From an optimization exercise on the open Yosys and OpenROAD flow, aimed at small area; shortcuts taken in it are not production practice. At most, simulation tests tie the RTL to the original design; equivalence was not proved. The RTL of run 3 was laid out without a check of its function. No activity file was given, so power comes from the tool's default toggle rates.

**flow/design.v**
```verilog
module mem_writeback_stage #(
  parameter int DEPTH = 256
) (
  input  logic       clk,
  input  logic       reset,
  input  logic [7:0] RD1M,
  input  logic [7:0] ALUResultM,
  input  logic [2:0] WA3M,
  input  logic [2:0] WA4M,
  input  logic       RegWriteAM,
  input  logic       RegWriteBM,
  input  logic       MemtoRegM,
  input  logic       MemWriteM,
  input  logic       ValidM,
  input  logic       StallW,
  input  logic       FlushW,
  output logic [7:0] WD3W,
  output logic [2:0] WA3W,
  output logic       RegWriteAW,
  output logic [7:0] WD4W,
  output logic [2:0] WA4W,
  output logic       RegWriteBW,
  output logic [7:0] RetiredW
);
  localparam int NW = 256;
  logic          advance;
  logic          store_en;
  logic          b_enable;
  logic [7:0]    a_data;
  logic [7:0]    read_data;
  logic [7:0]    wd3_reg;
  logic [2:0]    wa3_reg;
  logic          rwa_reg;
  logic [7:0]    wd4_reg;
  logic [2:0]    wa4_reg;
  logic          rwb_reg;
  logic [7:0]    retired_reg;
  assign advance   = ~StallW & ~FlushW;
  assign store_en  = MemWriteM & ValidM & advance & ~reset;
  logic          ph;           
  logic          wb_v;         
  logic          wb_vn;        
  logic [7:0]    wb_a;         
  logic [7:0]    wb_an;        
  logic [7:0]    wb_d;         
  always_ff @(posedge clk) begin
    ph    <= ~ph;
    wb_v  <= store_en;
    wb_vn <= ~store_en;
    wb_a  <= ALUResultM;
    wb_an <= ~ALUResultM;
    wb_d  <= RD1M;
  end
  logic [NW-1:0] row_w;
  logic [NW-1:0] row_nw;
  logic [7:0]    dn;
  assign dn = wb_d ^ {8{ph}};
  logic [NW-1:0][7:0] mem_s;
  genvar r;
  generate
    for (r = 0; r < NW; r++) begin : g_row
      assign row_w[r]  = wb_v & (wb_a == 8'(r));
      assign row_nw[r] = wb_vn | (wb_an != 8'(NW - 1 - r));
      logic [7:0] nxt;
      for (genvar c = 0; c < 8; c++) begin : g_bit
        mwb_wcell u_w (.q(mem_s[r][c]), .w(row_w[r]), .nw(row_nw[r]),
                       .dn(dn[c]), .y(nxt[c]));
      end
      always_ff @(posedge clk) begin
        mem_s[r] <= nxt;
      end
    end
  endgenerate
  logic [15:0]   sel_lo;
  logic [15:0]   sel_hi;
  logic [7:0]    arr_s;
  logic          wb_hit;
  logic [NW-1:0] sel;
  always_comb begin
    for (int i = 0; i < 16; i++) begin
      sel_lo[i] = (ALUResultM[3:0] == 4'(i));
      sel_hi[i] = (ALUResultM[7:4] == 4'(i));
    end
    for (int k = 0; k < NW; k++) begin
      sel[k] = sel_hi[k / 16] & sel_lo[k % 16];
    end
  end
  localparam int NG = (NW + 2) / 3;
  logic [NG-1:0] grp_n [8];
  genvar g, c;
  generate
    for (c = 0; c < 8; c++) begin : g_col
      for (g = 0; g < NG; g++) begin : g_grp
        if (3 * g + 2 < NW) begin : g3
          mwb_rd3 u_r (.d({mem_s[3*g+2][c], mem_s[3*g+1][c], mem_s[3*g][c]}),
                       .s(sel[3*g+2:3*g]), .y_n(grp_n[c][g]));
        end else if (3 * g + 1 < NW) begin : g2
          mwb_rd2 u_r (.d({mem_s[3*g+1][c], mem_s[3*g][c]}),
                       .s(sel[3*g+1:3*g]), .y_n(grp_n[c][g]));
        end else begin : g1
          assign grp_n[c][g] = ~(mem_s[3*g][c] & sel[3*g]);
        end
      end
      assign arr_s[c] = ~&grp_n[c];
    end
  endgenerate
  assign wb_hit    = wb_v & (wb_a == ALUResultM);
  assign read_data = wb_hit ? wb_d : (arr_s ^ {8{ph}});
  assign a_data    = MemtoRegM ? read_data : ALUResultM;
  assign b_enable  = RegWriteBM &
                     ~(RegWriteAM & (WA3M == WA4M));
  always_ff @(posedge clk or posedge reset) begin
    if (reset) begin
      wd3_reg     <= 8'd0;
      wa3_reg     <= 3'd0;
      rwa_reg     <= 1'b0;
      wd4_reg     <= 8'd0;
      wa4_reg     <= 3'd0;
      rwb_reg     <= 1'b0;
      retired_reg <= 8'd0;
    end else if (FlushW) begin
      wd3_reg <= a_data;
      wa3_reg <= WA3M;
      rwa_reg <= 1'b0;
      wd4_reg <= RD1M;
      wa4_reg <= WA4M;
      rwb_reg <= 1'b0;
    end else if (advance) begin
      wd3_reg <= a_data;
      wa3_reg <= WA3M;
      rwa_reg <= ValidM & RegWriteAM;
      wd4_reg <= RD1M;
      wa4_reg <= WA4M;
      rwb_reg <= ValidM & b_enable;
      if (ValidM) begin
        retired_reg <= retired_reg + 8'd1;
      end
    end
  end
  assign WD3W       = wd3_reg;
  assign WA3W       = wa3_reg;
  assign RegWriteAW = rwa_reg;
  assign WD4W       = wd4_reg;
  assign WA4W       = wa4_reg;
  assign RegWriteBW = rwb_reg;
  assign RetiredW   = retired_reg;
endmodule
module mwb_wcell (
  input  logic q,
  input  logic w,
  input  logic nw,
  input  logic dn,
  output logic y
);
  assign y = ~((q | w) & (nw | dn));
endmodule
module mwb_rd3 (
  input  logic [2:0] d,
  input  logic [2:0] s,
  output logic       y_n
);
  assign y_n = ~((d[0] & s[0]) | (d[1] & s[1]) | (d[2] & s[2]));
endmodule
module mwb_rd2 (
  input  logic [1:0] d,
  input  logic [1:0] s,
  output logic       y_n
);
  assign y_n = ~((d[0] & s[0]) | (d[1] & s[1]));
endmodule
```
**flow/run.sh**
```bash
#!/bin/bash
# synth_recipe.tcl (not shown) runs the flow's synth.tcl, then flattens the netlist and writes it again
# the make line also repeats each setting of config.mk as NAME=value (left out here)
make -C /OpenROAD-flow-scripts/flow DESIGN_CONFIG=/design/flow/config.mk WORK_HOME=/design/flow/orfs CLKGATE_MAP_FILE= SYNTH_SCRIPT=/design/flow/synth_recipe.tcl finish
```
**flow/config.mk**
```make
export PLATFORM = sky130hd
export DESIGN_NAME = mem_writeback_stage
export DESIGN_NICKNAME = mem_writeback_stage
export VERILOG_FILES = /design/flow/design.v
export SDC_FILE = /design/flow/constraint.sdc
export NUM_CORES = 4
export LEC_CHECK = 0
export CAP_MARGIN = 20
export CORE_MARGIN = 2
export CORE_UTILIZATION = 50
export PLACE_DENSITY = 0.6
export SLEW_MARGIN = 20
export SYNTH_HIERARCHICAL = 1
export SYNTH_MINIMUM_KEEP_SIZE = 0
```
**flow/constraint.sdc**
```tcl
create_clock -name core_clock -period 5.0 [get_ports {clk}]
set_input_delay 1.0000 -clock core_clock [delete_from_list [all_inputs] [get_ports {clk}]]
set_output_delay 1.0000 -clock core_clock [all_outputs]
set_load 0.01 [all_outputs]
```
==> results.sh, run 1 <==
export IMPL_cp_max_fo=9
export IMPL_port_buffers=62
export IMPL_final_hold_viol_count=0
export IMPL_ant_nets=0
export IMPL_synth_edf_count=0
export IMPL_final_cell_mix="2074 x dfxtp_1, 2048 x o22ai_1, 680 x a222oi_1"
export IMPL_p_leak_nw=30.0
export IMPL_fin_worst_skew_ns=0.0199
export IMPL_grt_max_degree=170
export IMPL_ys_warn_count=9
export IMPL_htree_levels=4
export IMPL_totalWireLength_mm=284
export IMPL_cts_path_max_buffers=3
export IMPL_final_common_cell="dfxtp_1"
export IMPL_synthFlopType="dfxtp_1"
export IMPL_syn_nets=6310
export IMPL_firstDrtPassIters=15
export IMPL_place_congestion=1.00
export IMPL_hold_slack_ns=0.443
export IMPL_worst_pin_slew_ns=1.30
export IMPL_synthTopCellsByArea="dfxtp_1 60%, o22ai_1 19%, a222oi_1 9.9%"
export IMPL_largest_reg_flops=2048
export IMPL_clock_latency_ns=0.84
export IMPL_pin_count=63
export IMPL_cts_setup_buffers=0
export IMPL_cts_root_buffer="clkbuf_16"
export IMPL_peakVddDrop_uv=296
export IMPL_grt_overflow_total=0
export IMPL_drive_above_1_share_pct=9.34
export IMPL_dp_hpwl_mm=185
export IMPL_syn_avg_cell_area_um2=11.0
export IMPL_grt_usage_pct=38.8
export IMPL_initial_core_util_pct=50.2
export IMPL_crit_path_end_kind="flip-flop"
export IMPL_die_h_um=375
export IMPL_cts_hold_buf=0
export IMPL_grt_pass1_wl_mm=411
export IMPL_core_area_um2=137000
export IMPL_synth_cell_type_count=41
export IMPL_area_growth_syn_to_layout_pct=17.0
export IMPL_fin_nets=6652
export IMPL_cts_tree="yes"
export IMPL_ys_seq_elements=2107
export IMPL_drv_cap=0
export IMPL_path_class="in -> reg"
export IMPL_regMostFlops="mem_s"
export IMPL_async_flop_share_pct=1.52
export IMPL_timing_fmax_mhz=209
export IMPL_antenna_found_initial=24
export IMPL_power_density_nw_per_um2=432
export IMPL_fin_crit_ns=4.79
export IMPL_drt_iter0_markers=12600
export IMPL_grt_pass1_vias=59200
export IMPL_postCtsResizedCells=0
export IMPL_hp_class="reg -> reg"
export IMPL_dp_cells=8207
export IMPL_cts_num_sinks=2107
export IMPL_cts_clk_slew_worst_paths_ns=0.06
export IMPL_outcome="timing/DRC/antenna clean"
export IMPL_ys_seq_area_share_pct=61.6
export IMPL_synth_top_area_cell="dfxtp_1"
export IMPL_slew_violations=0
export IMPL_finalSetupTns_ns=0
export IMPL_postSynthCellCount=6278
export IMPL_maxSlewHeadroom_pct=13.4
export IMPL_required_ns=5.74
export IMPL_rsz0062_at_grt="false"
export IMPL_post_drt_wl_per_cell_um=33.0
export IMPL_cts_buffers=204
export IMPL_syn_area_um2=68800
export IMPL_critPathArrivalTime_ns=5.53
export IMPL_drc=0
export IMPL_num_rows=136
export IMPL_period_share_pct=95.9
export IMPL_via_per_inst=7.48
export IMPL_fp_dieW_um=375
export IMPL_final_cells=8603
export IMPL_die_area_um2=140000
export IMPL_startpoint_type="input port"
export IMPL_setup_viol=0
export IMPL_vias=64400
export IMPL_yosys_area_top_type_share_pct=60.4
-- synthesized netlist by cell type, types with 2 or more instances --
cell type	count
a211oi_1	16
a21oi_1	8
a222oi_1	680
a32o_1	9
and2_1	2
and3_1	9
and4_1	11
buf_1	5
buf_2	7
buf_4	2
buf_6	7
clkbuf_1	104
dfrtp_1	32
dfxtp_1	2075
inv_1	20
mux2_2	15
nand2_1	325
nand2b_1	13
nand3_1	40
nand4_1	166
nor2_1	559
nor2b_1	9
nor3_1	19
nor4_1	41
o22ai_1	2048
o311a_1	8
o41ai_1	8
or2_2	3
or3_1	2
xnor2_1	8
xnor2_2	7
xor2_1	11
-- Yosys stat by module (local to each module, per instance) --
| module | flops+latches | cells | times used | cell area [um^2] |
|---|---|---|---|---|
| mem_writeback_stage | 2107 | 3550 | 1 | 49100 |
| mwb_rd3 | 0 | 1 | 680 | 10.0 |
| mwb_wcell | 0 | 1 | 2048 | 6.26 |
-- routing by layer --
layer  vias to the layer above  GRT usage [%]  wire (um)
met4                        34           22.2      18600
li1                      27500              -          -
met2                      4689           55.3     117000
met1                     31200           52.1     111000
met5                         -              0        241
met3                       998           11.8      36900
-- logic make-up after synthesis --
group / after synthesis / share of synthesized area (%)
compound gates: 2778 / 29.1
flops: 2107 / 61.6
simple gates: 1205 / 7.72
buf+inv: 146 / 0.897
xor+xnor: 26 / 0.408
mux: 15 / 0.246
fa+ha+maj: 1 / 0.0182
-- metrics by stage --
stage | total power [mW] | util [%] | cell area [um^2] | worst slack [ns]
after floorplan | 18.0 | - | 68900 | 0.145
after global placement | 18.8 | 53.4 | 73200 | -0.530
after detailed placement | 18.8 | 53.5 | 73200 | -0.324
after CTS | 34.8 | 58.7 | 80400 | 0.529
after global routing | 35.6 | 58.7 | 80400 | 0.241
final | 34.8 | 58.7 | 80400 | 0.205
-- where the power goes --
| part | total [mW] | leakage, nW | internal, mW | switching [mW] |
|---|---|---|---|---|
| combinational | 1.40 | 8.64 | 0.442 | 0.962 |
| sequential | 17.1 | 17.9 | 16.9 | 0.143 |
| clock | 16.3 | 3.48 | 9.47 | 6.84 |
-- worst max-delay path, cell delays in order --
cell	delay, ns
clkdlybuf4s50_1	0.54
buf_4	0.22
nor2_1	0.12
nand3_2	0.24
buf_4	0.41
nor2_1	0.26
a222oi_1	0.49
nand4_1	0.40
nor4_2	0.92
buf_4	0.23
and4_1	0.29
a211oi_1	0.11
a211oi_1	0.25
-- worst paths after layout --
| check | depth (start not counted) | from | endpoint | slack [ns] |
|---|---|---|---|---|
| max in group asynchronous | 3 | reset | retired_reg[1] | 3.67 |
| worst min-delay path | 1 | mem_s[1162] | mem_s[1162] | 0.44 |
| worst min register to register | 1 | mem_s[1162] | mem_s[1162] | 0.44 |
| worst max-delay path | 13 | ALUResultM[3] | wd3_reg[7] | 0.21 |
| min in group asynchronous | 2 | reset | retired_reg[7] | 0.64 |
| worst max register to register | 4 | wb_a[1] | mem_s[1299] | 1.63 |
-- cell type report --
cell class	count	area (um^2)
clock inverters	115	1440
well taps	1794	2240
diodes	12	30.0
flip-flops and latches	2107	42300
multi-input cells	4025	26200
clock buffers	268	5700
fillers	11500	56500
repair buffers	261	2400
inverters	21	78.8
==> run 2: changes to the inputs <==
--- a/flow/design.v
+++ b/flow/design.v
@@ -24,4 +24,5 @@
 );
   localparam int NW = 256;
+  localparam int NG = (NW + 2) / 3;    
   logic          advance;
   logic          store_en;
@@ -38,43 +39,16 @@
   assign advance   = ~StallW & ~FlushW;
   assign store_en  = MemWriteM & ValidM & advance & ~reset;
-  logic          ph;           
-  logic          wb_v;         
-  logic          wb_vn;        
-  logic [7:0]    wb_a;         
-  logic [7:0]    wb_an;        
-  logic [7:0]    wb_d;         
+  logic               ph;        
+  logic [NW-1:0][7:0] mem_s;     
+  logic [7:0]         dn;        
+  logic [15:0]        sel_lo;
+  logic [15:0]        sel_hi;
+  logic [NW-1:0]      sel;       
+  logic [NW-1:0]      row_w;     
+  logic [NW-1:0]      row_nw;    
   always_ff @(posedge clk) begin
-    ph    <= ~ph;
-    wb_v  <= store_en;
-    wb_vn <= ~store_en;
-    wb_a  <= ALUResultM;
-    wb_an <= ~ALUResultM;
-    wb_d  <= RD1M;
+    ph <= ~ph;
   end
-  logic [NW-1:0] row_w;
-  logic [NW-1:0] row_nw;
-  logic [7:0]    dn;
-  assign dn = wb_d ^ {8{ph}};
-  logic [NW-1:0][7:0] mem_s;
-  genvar r;
-  generate
-    for (r = 0; r < NW; r++) begin : g_row
-      assign row_w[r]  = wb_v & (wb_a == 8'(r));
-      assign row_nw[r] = wb_vn | (wb_an != 8'(NW - 1 - r));
-      logic [7:0] nxt;
-      for (genvar c = 0; c < 8; c++) begin : g_bit
-        mwb_wcell u_w (.q(mem_s[r][c]), .w(row_w[r]), .nw(row_nw[r]),
-                       .dn(dn[c]), .y(nxt[c]));
-      end
-      always_ff @(posedge clk) begin
-        mem_s[r] <= nxt;
-      end
-    end
-  endgenerate
-  logic [15:0]   sel_lo;
-  logic [15:0]   sel_hi;
-  logic [7:0]    arr_s;
-  logic          wb_hit;
-  logic [NW-1:0] sel;
+  assign dn = RD1M ^ {8{ph}};
   always_comb begin
     for (int i = 0; i < 16; i++) begin
@@ -86,7 +60,21 @@
     end
   end
-  localparam int NG = (NW + 2) / 3;
+  assign row_w  = sel & {NW{store_en}};
+  assign row_nw = ~row_w;
+  genvar r, c, g;
+  generate
+    for (r = 0; r < NW; r++) begin : g_row
+      logic [7:0] nxt;
+      for (c = 0; c < 8; c++) begin : g_bit
+        mwb_wcell u_w (.q(mem_s[r][c]), .w(row_w[r]), .nw(row_nw[r]),
+                       .dn(dn[c]), .y(nxt[c]));
+      end
+      always_ff @(posedge clk) begin
+        mem_s[r] <= nxt;
+      end
+    end
+  endgenerate
   logic [NG-1:0] grp_n [8];
-  genvar g, c;
+  logic [7:0]    arr_s;
   generate
     for (c = 0; c < 8; c++) begin : g_col
@@ -105,6 +93,5 @@
     end
   endgenerate
-  assign wb_hit    = wb_v & (wb_a == ALUResultM);
-  assign read_data = wb_hit ? wb_d : (arr_s ^ {8{ph}});
+  assign read_data = arr_s ^ {8{ph}};
   assign a_data    = MemtoRegM ? read_data : ALUResultM;
   assign b_enable  = RegWriteBM &
--- a/flow/config.mk
+++ b/flow/config.mk
@@ -9,4 +9,5 @@
 export CORE_MARGIN = 2
 export CORE_UTILIZATION = 50
+export CTS_BUF_LIST = sky130_fd_sc_hd__clkbuf_4 sky130_fd_sc_hd__clkbuf_8
 export PLACE_DENSITY = 0.6
 export SLEW_MARGIN = 20
==> run 2 against run 1 <==
  * Sequential power about the same
  * Still clean
  * Final cell count increased by 1.2%
  * Sequential share of layout area decreased by 0.33 points
  * Highest routed layer unchanged
  * First-iteration DRC count decreased by 17%
  * Largest cell class unchanged
  * Die area decreased by 2.0%
  * Maximum frequency decreased by 1.8%
==> results.sh, run 2 <==
export IMPL_outcome="timing/DRC/antenna clean"
export IMPL_synth_commonest_cells="2049 x dfxtp_1, 2048 x o22ai_1, 680 x a222oi_1"
export IMPL_fin_crit_ns=4.88
export IMPL_postSynthCellCount=6122
export IMPL_synthFlopType="dfxtp_1"
export IMPL_postCtsResizedCells=0
export IMPL_cp_max_fo=8
export IMPL_cts_path_max_buffers=4
export IMPL_core_area_um2=134000
export IMPL_cts_root_buffer="clkbuf_8"
export IMPL_die_h_um=371
export IMPL_grt_pass1_wl_mm=378
export IMPL_worstHoldStart="mem_s[58]"
export IMPL_antenna_found_initial=11
export IMPL_grt_usage_pct=36.1
export IMPL_crit_chain="clkdlybuf4s50_1, nor2_1, nand2_2, buf_4, nor2_1, a222oi_1, buf_4, nand4_1, nor4_1, buf_4, nand3_1, or3_1, a31oi_1, a21oi_1"
export IMPL_area_growth_syn_to_layout_pct=18.6
export IMPL_port_buffers=62
export IMPL_pwr_share_clk_pct=46.1
export IMPL_wl_met1_mm=106
export IMPL_hold_path_endpoint="mem_s[58]"
export IMPL_drc=0
export IMPL_final_hold_viol_count=0
export IMPL_crit_path_top_delay_cell="nor4_1"
export IMPL_yosys_area_top_type_share_pct=60.9
export IMPL_cts_buffers=341
export IMPL_totalWireLength_mm=258
export IMPL_r2r_slack_ns=1.52
export IMPL_num_rows=134
export IMPL_synth_edf_count=0
export IMPL_place_congestion=0.982
export IMPL_power_density_nw_per_um2=415
export IMPL_postLayoutCoreUtil_pct=59.8
export IMPL_cts_tree="yes"
export IMPL_timing_fmax_mhz=205
export IMPL_peakVddDrop_uv=260
export IMPL_htree_levels=5
export IMPL_dp_hpwl_mm=171
export IMPL_nFillCells=11200
export IMPL_post_drt_wl_per_cell_um=29.6
export IMPL_period_share_pct=97.7
export IMPL_crit_path_max_incr_delay_ns=0.90
export IMPL_r2r_start="mem_s[870]"
export IMPL_fin_nets=6742
export IMPL_maxSlewHeadroom_pct=27.2
export IMPL_syn_avg_cell_area_um2=11.0
export IMPL_required_ns=5.87
export IMPL_crit_path_end_kind="flip-flop"
export IMPL_grt_overflow_total=0
export IMPL_switching_share_pct=22.2
export IMPL_top_layer="met5"
export IMPL_final_cell_mix="2048 x o22ai_1, 2048 x dfxtp_1, 680 x a222oi_1"
export IMPL_rsz0062_at_grt="false"
export IMPL_fin_worst_skew_ns=0.0238
export IMPL_firstDrtPassIters=15
export IMPL_worst_pin_slew_ns=1.09
export IMPL_die_area_um2=138000
export IMPL_regArea_um2=41800
export IMPL_via_per_inst=7.10
export IMPL_syn_nets=6154
export IMPL_drive_above_1_share_pct=13.4
export IMPL_fp_dieW_um=371
export IMPL_startpoint_type="input port"
export IMPL_grt_max_degree=98
export IMPL_synth_top_area_cell="dfxtp_1"
export IMPL_reg2reg_depth=9
export IMPL_wl_met3_mm=30.2
export IMPL_regMostFlops="mem_s"
export IMPL_ant_nets=0
export IMPL_p_leak_nw=30.7
export IMPL_synth_cell_type_count=35
export IMPL_power_frac_seq_pct=50.8
export IMPL_hp_class="reg -> reg"
export IMPL_async_flop_share_pct=1.54
export IMPL_grt_pass1_vias=57500
export IMPL_initial_core_util_pct=50.4
export IMPL_cts_hold_buf=0
export IMPL_power_total_mw=33.2
export IMPL_cts_clk_slew_worst_paths_ns=0.06
export IMPL_critPathArrivalTime_ns=5.75
export IMPL_slew_violations=0
export IMPL_multiInputGateArea_um2=24500
export IMPL_ys_seq_area_share_pct=62.1
export IMPL_ys_seq_elements=2081
export IMPL_path_class="in -> reg"
export IMPL_combPwrFrac_pct=3.1
export IMPL_yosysMostFrequentCell="dfxtp_1"
export IMPL_p_switching_mw=7.38
export IMPL_route_met2_wl_mm=109
export IMPL_setup_viol=0
export IMPL_drv_cap=0
export IMPL_vias=61900
export IMPL_cts_num_sinks=2081
export IMPL_cp_common_cell="buf_4"
export IMPL_cts_setup_buffers=0
export IMPL_crit_family="simple AND/OR/NAND/NOR gates"
export IMPL_cp_num_buf_inv=4
export IMPL_ys_warn_count=9
export IMPL_r2r_end="wd3_reg[6]"
export IMPL_pin_count=63
export IMPL_drt_iter0_markers=10500
export IMPL_hold_path_depth=1
export IMPL_internal_power_mw=25.8
export IMPL_synthTopCellsByArea="dfxtp_1 61%, o22ai_1 19%, a222oi_1 10%"
export IMPL_clock_latency_ns=1.00
export IMPL_largest_reg_flops=2048
export IMPL_syn_area_um2=67400
-- run 2: final cells by class --
class / count / share of cell area [%]
Sequential cell: 2081 / 52.3
Multi-Input combinational cell: 3695 / 30.6
Clock inverter: 27 / 0.307
Antenna cell: 3 / 0.00939
Clock buffer: 545 / 8.51
Tap cell: 1768 / 2.77
Timing Repair Buffer: 333 / 4.27
Inverter: 258 / 1.21
-- run 2: cells by family (layout without fill, tap and decap cells) --
logic type	count (synthesis)	count (layout)	share of synthesized area, %
XOR/XNOR	18	18	0.234
AO/OA/AOI/OAI	2754	2754	29.3
flip-flops	2081	2081	62.1
AND/OR/NAND/NOR	921	921	6.33
other	0	3	0
adder cells (fa/ha/maj)	1	1	0.0186
multiplexers	1	1	0.0167
buffers and inverters	346	1163	2.01
-- run 2: through the flow --
stage	setup TNS (ns)	instances	instance area (um^2)	hold slack (ns)	setup slack, ns
2_1_floorplan	0	6122	67500	0.421	0.0793
3_3_place_gp	-4.56	8134	72900	0.429	-0.741
3_5_place_dp	-4.27	8134	72900	0.436	-0.695
4_1_cts	0	8706	79900	0.445	0.337
5_1_grt	0	8708	79900	0.452	0.115
6_report	0	8710	79900	0.443	0.116
-- run 2: worst register-to-register path, cell delays in order (launching register included) --
cell and delay, ns:
dfxtp_1 0.31, a222oi_1 0.60, buf_4 0.23, nand4_1 0.23
nor4_1 0.99, buf_4 0.25, nand3_1 0.10, or3_1 0.37
a31oi_1 0.17, a21oi_1 0.08
-- run 2: power groups by stage --
stage                     combinational, mW  sequential [mW]  clock, mW
after floorplan                       0.450             17.2          0
after global routing                   1.06             16.9       16.2
after detailed placement               1.01             17.2          0
after global placement                0.997             17.2          0
final                                  1.04             16.9       15.3
after CTS                              1.01             16.9       15.4
-- run 2: worst max-delay path by stage --
| stage | depth (start not counted) | to | slack, ns | from |
|---|---|---|---|---|
| 3_3_place_gp | 15 | wd3_reg[4] | -0.74 | ALUResultM[2] |
| 4_1_cts | 14 | wd3_reg[3] | 0.34 | ALUResultM[2] |
| 2_1_floorplan | 4 | mem_s[0] | 0.08 | ph |
| 3_5_place_dp | 14 | wd3_reg[3] | -0.70 | ALUResultM[2] |
| 6_report | 14 | wd3_reg[3] | 0.12 | ALUResultM[2] |
| 5_1_grt | 14 | wd3_reg[3] | 0.11 | ALUResultM[2] |
-- run 2: modules after synthesis, one instance, submodules excluded --
module / cells inside / area (um^2) / copies in the design
mem_writeback_stage: 3394 / 47800 / 1
mwb_rd3: 1 / 10.0 / 680
mwb_wcell: 1 / 6.26 / 2048
-- run 2: layer usage --
| layer | track usage, % | up-vias |
|---|---|---|
| li1 | - | 27200 |
| met1 | 50.2 | 30000 |
| met2 | 52.6 | 3956 |
| met3 | 8.85 | 697 |
| met4 | 16.8 | 12 |
| met5 | 0 | - |
==> run 3: changes to the inputs <==
==> flow/design.v (replaced) <==
module mem_writeback_stage #(
  parameter int DEPTH = 256
) (
  input  logic       clk,
  input  logic       reset,
  input  logic [7:0] RD1M,
  input  logic [7:0] ALUResultM,
  input  logic [2:0] WA3M,
  input  logic [2:0] WA4M,
  input  logic       RegWriteAM,
  input  logic       RegWriteBM,
  input  logic       MemtoRegM,
  input  logic       MemWriteM,
  input  logic       ValidM,
  input  logic       StallW,
  input  logic       FlushW,
  output logic [7:0] WD3W,
  output logic [2:0] WA3W,
  output logic       RegWriteAW,
  output logic [7:0] WD4W,
  output logic [2:0] WA4W,
  output logic       RegWriteBW,
  output logic [7:0] RetiredW
);
  localparam int AW = (DEPTH > 1) ? $clog2(DEPTH) : 1;
  logic [7:0]    mem [DEPTH];
  logic [AW-1:0] mem_addr;
  logic [7:0]    read_data;
  logic          advance;
  logic          store_en;
  logic          b_enable;
  logic [7:0]    a_data;
  logic [7:0]    wd3_reg;
  logic [2:0]    wa3_reg;
  logic          rwa_reg;
  logic [7:0]    wd4_reg;
  logic [2:0]    wa4_reg;
  logic          rwb_reg;
  logic [7:0]    retired_reg;
  assign mem_addr  = ALUResultM[AW-1:0];
  assign read_data = mem[mem_addr];
  assign advance   = ~StallW & ~FlushW;
  assign store_en  = MemWriteM & ValidM & advance & ~reset;
  assign a_data    = MemtoRegM ? read_data : ALUResultM;
  assign b_enable  = RegWriteBM &
                     ~(RegWriteAM & (WA3M == WA4M));
  always_ff @(posedge clk) begin
    if (store_en) begin
      mem[mem_addr] <= RD1M;
    end
  end
  always_ff @(posedge clk or posedge reset) begin
    if (reset) begin
      wd3_reg     <= 8'd0;
      wa3_reg     <= 3'd0;
      rwa_reg     <= 1'b0;
      wd4_reg     <= 8'd0;
      wa4_reg     <= 3'd0;
      rwb_reg     <= 1'b0;
      retired_reg <= 8'd0;
    end else if (FlushW) begin
      wd3_reg <= a_data;
      wa3_reg <= WA3M;
      rwa_reg <= 1'b0;
      wd4_reg <= RD1M;
      wa4_reg <= WA4M;
      rwb_reg <= 1'b0;
    end else if (advance) begin
      wd3_reg <= a_data;
      wa3_reg <= WA3M;
      rwa_reg <= ValidM & RegWriteAM;
      wd4_reg <= RD1M;
      wa4_reg <= WA4M;
      rwb_reg <= ValidM & b_enable;
      if (ValidM) begin
        retired_reg <= retired_reg + 8'd1;
      end
    end
  end
  assign WD3W       = wd3_reg;
  assign WA3W       = wa3_reg;
  assign RegWriteAW = rwa_reg;
  assign WD4W       = wd4_reg;
  assign WA4W       = wa4_reg;
  assign RegWriteBW = rwb_reg;
  assign RetiredW   = retired_reg;
endmodule
--- a/flow/config.mk
+++ b/flow/config.mk
@@ -9,7 +9,4 @@
 export CORE_MARGIN = 2
 export CORE_UTILIZATION = 50
-export CTS_BUF_LIST = sky130_fd_sc_hd__clkbuf_4 sky130_fd_sc_hd__clkbuf_8
 export PLACE_DENSITY = 0.6
 export SLEW_MARGIN = 20
-export SYNTH_HIERARCHICAL = 1
-export SYNTH_MINIMUM_KEEP_SIZE = 0
==> run 3 against run 2 <==
  * Sequential cell count shrank 1
  * Combinational power grew 94%
  * Register-to-register slack gained 0.48 ns
  * Largest power group unchanged
  * Sequential share of layout area grew 15 points
  * Wire length shrank 13%
  * Final area grew 16%
  * Critical endpoint is now wd3_reg[5]
  * Sequential power grew 14%
  * Setup slack gained 1.1 ns
==> results.sh, run 3 <==
export IMPL_finalSetupTns_ns=0
export IMPL_cts_path_max_buffers=3
export IMPL_core_area_um2=160000
export IMPL_grt_pass1_vias=41400
export IMPL_n_antenna_cell=0
export IMPL_async_flop_share_pct=1.54
export IMPL_synthTopCellsByArea="edfxtp_1 76%, mux4_2 13%, mux2i_1 1.9%"
export IMPL_path_class="in -> reg"
export IMPL_port_buffers=62
export IMPL_crit_path_top_delay_cell="nor4_1"
export IMPL_initial_core_util_pct=50.3
export IMPL_synthFlopType="edfxtp_1"
export IMPL_syn_avg_cell_area_um2=20.8
export IMPL_required_ns=5.69
export IMPL_grt_max_degree=141
export IMPL_postSynthCellCount=3888
export IMPL_power_density_nw_per_um2=392
export IMPL_period_share_pct=75.7
export IMPL_fin_worst_skew_ns=0.0163
export IMPL_die_area_um2=165000
export IMPL_setup_viol=0
export IMPL_crit_path_max_incr_delay_ns=0.64
export IMPL_cts_tree="yes"
export IMPL_grt_overflow_total=0
export IMPL_fin_crit_ns=3.78
export IMPL_crit_path_end_kind="flip-flop"
export IMPL_firstDrtPassIters=5
export IMPL_ys_warn_count=1
export IMPL_cts_buffers=207
export IMPL_dp_hpwl_mm=143
export IMPL_hold_path_depth=2
export IMPL_cts_num_sinks=2080
export IMPL_ys_seq_area_share_pct=77.2
export IMPL_synth_simple_gate_area_share_pct=2.97
export IMPL_antenna_found_initial=8
export IMPL_final_cell_mix="2048 x edfxtp_1, 451 x mux4_2, 371 x buf_4"
export IMPL_critPathArrivalTime_ns=4.47
export IMPL_final_hold_viol_count=0
export IMPL_p_leak_nw=29.8
export IMPL_grt_usage_pct=27.6
export IMPL_drc=0
export IMPL_drv_cap=0
export IMPL_crit_family="buffers and inverters"
export IMPL_r2r_end="wd3_reg[5]"
export IMPL_crit_path_start="ALUResultM[0]"
export IMPL_cp_max_fo=36
export IMPL_path_depth=11
export IMPL_regArea_um2=62300
export IMPL_slew_violations=0
export IMPL_cts_hold_buf=0
export IMPL_synth_top_area_cell="edfxtp_1"
export IMPL_synthAdderAreaFrac_pct=0.0155
export IMPL_synth_commonest_cells="2048 x edfxtp_1, 451 x mux4_2, 285 x nor2_1"
export IMPL_worst_pin_slew_ns=1.16
export IMPL_rsz0062_at_grt="false"
export IMPL_critPathCapture="wd3_reg[5]"
export IMPL_cts_clk_slew_worst_paths_ns=0.06
export IMPL_totalWireLength_mm=224
export IMPL_startpoint_type="input port"
export IMPL_post_drt_wl_per_cell_um=33.6
export IMPL_yosys_area_top_type_share_pct=76.2
export IMPL_num_rows=147
export IMPL_drive_above_1_share_pct=26.7
export IMPL_synth_mux_area_share_pct=14.8
export IMPL_via_per_inst=6.28
export IMPL_synth_xor_area_share_pct=0.109
export IMPL_synth_compound_area_share_pct=3.30
export IMPL_postCtsResizedCells=0
export IMPL_cp_num_buf_inv=4
export IMPL_regMostFlops="mem"
export IMPL_peakVddDrop_uv=392
export IMPL_maxSlewHeadroom_pct=23.0
export IMPL_r2r_slack_ns=2.00
export IMPL_area_growth_syn_to_layout_pct=15.2
export IMPL_htree_levels=4
export IMPL_ant_nets=0
export IMPL_yosysMostFrequentCell="edfxtp_1"
export IMPL_crit_chain="buf_8, buf_12, and2_1, buf_4, a22oi_1, a22oi_1, o22a_1, a211oi_1, buf_4, nor4_1, a31oi_1"
export IMPL_die_h_um=406
export IMPL_nFillCells=11900
export IMPL_fp_dieW_um=406
export IMPL_fin_nets=4362
export IMPL_synth_top_family_by_area="multiplexers"
export IMPL_drt_iter0_markers=5425
export IMPL_r2r_start="mem[235][5]"
export IMPL_clock_latency_ns=0.85
export IMPL_cts_root_buffer="clkbuf_16"
export IMPL_final_common_cell="edfxtp_1"
export IMPL_hp_class="reg -> reg"
export IMPL_synth_cell_type_count=61
export IMPL_reg2reg_depth=8
export IMPL_outcome="timing/DRC/antenna clean"
export IMPL_grt_pass1_wl_mm=317
export IMPL_timing_fmax_mhz=264
export IMPL_syn_nets=3920
export IMPL_hold_slack_ns=0.463
export IMPL_largest_reg_flops=2048
export IMPL_place_congestion=0.886
export IMPL_pin_count=63
export IMPL_vias=41900
export IMPL_multiInputGateArea_um2=17100
export IMPL_final_cells=6667
export IMPL_syn_area_um2=80700
export IMPL_dp_cells=6281
export IMPL_ys_seq_elements=2080
export IMPL_cts_setup_buffers=0
export IMPL_synth_edf_count=2048
run 3: cell types whose count changed after synthesis, sizes merged, moves of 157 or more:
cell / change
a222oi: -680
dfxtp: -2049
edfxtp: +2048
inv: -252
mux4: +451
nand2: -200
nand4: -157
o22ai: -2036
run 3: report_power, final:
group / internal [mW] / total, mW / switching (mW)
registers: 19.2 / 19.2 / 0.0521
logic: 0.722 / 2.02 / 1.30
clock network: 8.59 / 15.2 / 6.58
total: 28.5 / 36.4 / 7.93
run 3: worst reg2reg max path: stages, from the launching register on:
cell      delay, ns
edfxtp_1       0.36
mux4_2         0.51
mux2_2         0.32
a221oi_1       0.37
o211a_1        0.21
a211oi_1       0.11
buf_4          0.19
nor4_1         0.64
a31oi_1        0.15
run 3: worst min-delay path by stage:
stage	from	endpoint	slack, ns
final	wd4_reg[5]	wd4_reg[5]	0.46
after global routing	wd4_reg[5]	wd4_reg[5]	0.48
after CTS	wd4_reg[5]	wd4_reg[5]	0.47
after detailed placement	wd4_reg[5]	wd4_reg[5]	0.46
after global placement	wa4_reg[0]	wa4_reg[0]	0.45
after floorplan	wa3_reg[0]	wa3_reg[0]	0.51
run 3: cell type report:
class / instances / share of cell area, %
clock buffers: 253 / 5.88
well taps: 2160 / 2.91
clock inverters: 133 / 1.21
flip-flops and latches: 2080 / 67.1
repair buffers: 469 / 4.49
inverters: 6 / 0.0242
multi-input cells: 1566 / 18.4
run 3: per-stage QoR:
stage	area, um^2	power [mW]	worst slack (ns)	util [%]
after floorplan	80700	20.5	1.50	-
after global placement	86300	21.6	0.430	53.8
after detailed placement	86300	21.6	0.420	53.8
after CTS	92900	36.6	1.31	57.9
after global routing	92900	37.3	1.18	57.9
final	92900	36.4	1.22	57.9
run 3: cell families after synthesis:
logic type | Yosys count
AO/OA/AOI/OAI | 377
XOR/XNOR | 10
adder cells (fa/ha/maj) | 1
buffers and inverters | 242
flip-flops | 2080
multiplexers | 623
AND/OR/NAND/NOR | 555
run 3: metal layers:
metal / GRT usage, % / wire, um / vias up
met4: 9.10 / 7680 / 10
met2: 42.7 / 106000 / 2035
met5: 0 / 60 / -
met3: 4.96 / 18700 / 397
li1: - / - / 17100
met1: 40.1 / 91700 / 22300

-- afterwards: timing with drivers on the ports --
The results above use ideal ports. As a check the final layouts listed here were re-extracted and re-timed, cells and wires unchanged.
Step 1, drivers: a clkbuf_16 drives clk and a buf_2 each remaining input, both assumed.
Step 2 moves the port delays by t, midway between the first and last clock arrival at a register: inputs arrive t later, outputs are due t later. That takes back most of the time a late clock gives input paths.
Three values: no drivers, after step 1, after step 2; two values: the first two.
run | shift t [ns] | setup slack, ns | worst setup path after step 2 | latest minus earliest clock arrival (ns) | slew at the worst register clock pin (ns)
run 1 | 0.915 | 0.205 / 0.187 / -0.727 | input to register | 0.027 / 0.027 | 0.07 / 0.07
run 2 | 1.065 | 0.116 / 0.102 / -0.962 | input to register | 0.035 / 0.035 | 0.07 / 0.07
run 3 | 0.924 | 1.216 / 1.248 / 0.323 | input to register | 0.028 / 0.027 | 0.07 / 0.07
Met with ideal ports but missed after step 2: setup timing in run 1 and run 2. The setup slack of run 2, which loses most, moves by -0.014 ns with the drivers and by -1.078 ns with both steps.
